Background: an optimization exercise with open tools, aiming at small area. Do not read the settings as production practice. Where RTL was checked, it was by simulation tests only, not by an equivalence proof against the original.

==> flow/design.v (excerpt) <==
module thumb_core (
	input  logic        clk,
	input  logic        rst,
	output logic [31:0] prog_addr,
	input  logic [31:0] prog_data,
	output logic [31:0] mem_addr,
	output logic [31:0] mem_wdata,
	output logic [1:0]  mem_size,
	output logic        mem_we,
	input  logic [31:0] mem_rdata
);
clock: 12.0 ns
lec_check: 0
cap_margin: 20
core_margin: 2
core_utilization: 40
cts_buf_list: sky130_fd_sc_hd__clkbuf_16
cts_cluster_diameter: 80
cts_cluster_size: 36
slew_margin: 20
standard.sh (not shown) runs the stock make flow with config.mk's settings and CLKGATE_MAP_FILE= SYNTH_SCRIPT=/design/flow/synth_recipe.tcl, a recipe that flattens the netlist after the stock synthesis.
==> flow/flow/run.sh <==
#!/bin/bash
# Standard ORFS layout; only the port buffers use the smallest buffer cell.
set -euo pipefail
export BUFFER_PORTS_ARGS="-buffer_cell sky130_fd_sc_hd__buf_1"
bash standard.sh > standard_flow.log 2>&1
The first run completed without violations.
Next try:
--- a/flow/config.mk
+++ b/flow/config.mk
@@ -11,3 +11,3 @@
-export CTS_BUF_LIST = sky130_fd_sc_hd__clkbuf_16
-export CTS_CLUSTER_DIAMETER = 80
-export CTS_CLUSTER_SIZE = 36
+export CTS_BUF_LIST = sky130_fd_sc_hd__clkbuf_8
+export CTS_CLUSTER_DIAMETER = 60
+export CTS_CLUSTER_SIZE = 16
=>
- final cell count is higher by 1.4%
- die area is unchanged
- fmax is higher by 0.34%
- register-to-register slack gains 40 ps
- global-route usage goes up by 0.11 points
- worst setup slack is better by 40 ps
- critical path depth stays the same
Function was not checked in any run of this note: the RTL went through the layout flow alone.

---

Setup of delta:
thumb_core, a different RTL version from the one above (not shown whole).
Size in the first run: ~750 cells after synthesis, ~360 flip-flops, ~170 I/O pins, roughly 12,000 um2 of cells after synthesis.
==> flow/config.mk <==
export PLATFORM = sky130hd
export DESIGN_NAME = thumb_core
export DESIGN_NICKNAME = thumb_core
export VERILOG_FILES = /design/flow/design.v
export SDC_FILE = /design/flow/constraint.sdc
export NUM_CORES = 4
export LEC_CHECK = 0
export CAP_MARGIN = 20
export CORE_MARGIN = 2
export CORE_UTILIZATION = 65
export CTS_BUF_LIST = sky130_fd_sc_hd__clkbuf_4
export CTS_CLUSTER_DIAMETER = 40
export CTS_CLUSTER_SIZE = 10
export PLACE_DENSITY = 0.75
export SLEW_MARGIN = 20
export SYNTH_HIERARCHICAL = 1
==> flow/constraint.sdc <==
create_clock -name core_clock -period 12.0 [get_ports {clk}]
set_input_delay 2.4000 -clock core_clock [delete_from_list [all_inputs] [get_ports {clk}]]
set_output_delay 2.4000 -clock core_clock [all_outputs]
set_load 0.01 [all_outputs]
Scripts as last shown in full above: flow/flow/run.sh
Relative to delta, the following input files were edited for amber:
==> flow/config.mk <==
export PLATFORM = sky130hd
export DESIGN_NAME = thumb_core
export DESIGN_NICKNAME = thumb_core
export VERILOG_FILES = /design/flow/design.v
export SDC_FILE = /design/flow/constraint.sdc
export NUM_CORES = 4
export LEC_CHECK = 0
export CAP_MARGIN = 20
export CORE_MARGIN = 2
export CORE_UTILIZATION = 80
export CTS_BUF_LIST = sky130_fd_sc_hd__clkbuf_8
export CTS_CLUSTER_DIAMETER = 60
export CTS_CLUSTER_SIZE = 18
export PLACE_DENSITY = 0.88
export SLEW_MARGIN = 20
export SYNTH_HIERARCHICAL = 1
Results
- amber never completed, since it errored out during 3_5_place_dp.
- Between delta and amber, placer congestion estimate increased.
- Fraction of the mapped netlist area in adder cells: amber vs delta identical
- Re synthesized cell count: no difference whatsoever between amber and delta.
- Diff delta -> amber: initial core utilization increased 16 points; count of unique library cells instantiated by Yosys essentially unchanged.
### amber -> zinc
==> flow/config.mk <==
export PLATFORM = sky130hd
export DESIGN_NAME = thumb_core
export DESIGN_NICKNAME = thumb_core
export VERILOG_FILES = /design/flow/design.v
export SDC_FILE = /design/flow/constraint.sdc
export NUM_CORES = 4
export LEC_CHECK = 0
export CAP_MARGIN = 20
export CORE_MARGIN = 2
export CORE_UTILIZATION = 65
export CTS_BUF_LIST = sky130_fd_sc_hd__clkbuf_8
export CTS_CLUSTER_DIAMETER = 60
export CTS_CLUSTER_SIZE = 18
export PLACE_DENSITY = 0.75
export SLEW_MARGIN = 20
export SYNTH_HIERARCHICAL = 1
Findings:
Every stage of the flow completed for zinc, and the final layout passed the timing, DRC and antenna checks.
Against amber as the reference, zinc delivers a higher width of the chip.
Re share of synthesized cell area in full adder, half adder and majority cells: no difference whatsoever between zinc and amber.
Diff zinc..amber | synthesized area per cell | unchanged
Cmp zinc vs amber: routability congestion estimate from global placement lower in zinc
Multiplexer share of the synthesized area essentially unchanged between zinc and amber.
zinc: number of placement rows 5 above amber
Diff amber -> zinc: synthesized cell count essentially unchanged; async set or reset register ratio after synthesis essentially unchanged; effective utilization at floorplan decreased 16 points.

## what the ideal ports hide
The results above use ideal ports. As a check the final layouts listed here were re-extracted and re-timed, cells and wires unchanged.
Step 1 assumes that a clkbuf_16 drives the clock port and a buf_2 every other input.
Step 2, shift: input delay + t, output delay - t, t = (earliest + latest rising clock arrival at the registers) / 2. This alone moves slack from input paths to output paths.
Slacks: no drivers / after step 1 / after step 2; pairs: no drivers / after step 1.
| run | shift t [ns] | setup slack, ns | hold WS [ns] | worst setup path at the end | clock arrival spread, ns |
|---|---|---|---|---|---|
| the first run of note 1 | 0.563 | 0.264 / 0.264 / 0.264 | 0.297 / 0.297 / 0.297 | register to register | 0.036 / 0.036 |
| the second run of note 1 | 0.599 | 0.304 / 0.304 / 0.304 | 0.319 / 0.319 / 0.319 | register to register | 0.035 / 0.034 |
| delta | 0.682 | 0.316 / 0.316 / 0.316 | 0.323 / 0.323 / 0.323 | register to register | 0.053 / 0.053 |
| zinc | 0.595 | 0.350 / 0.350 / 0.350 | 0.306 / 0.306 / 0.306 | register to register | 0.036 / 0.036 |
After both steps every run listed still meets setup and hold.
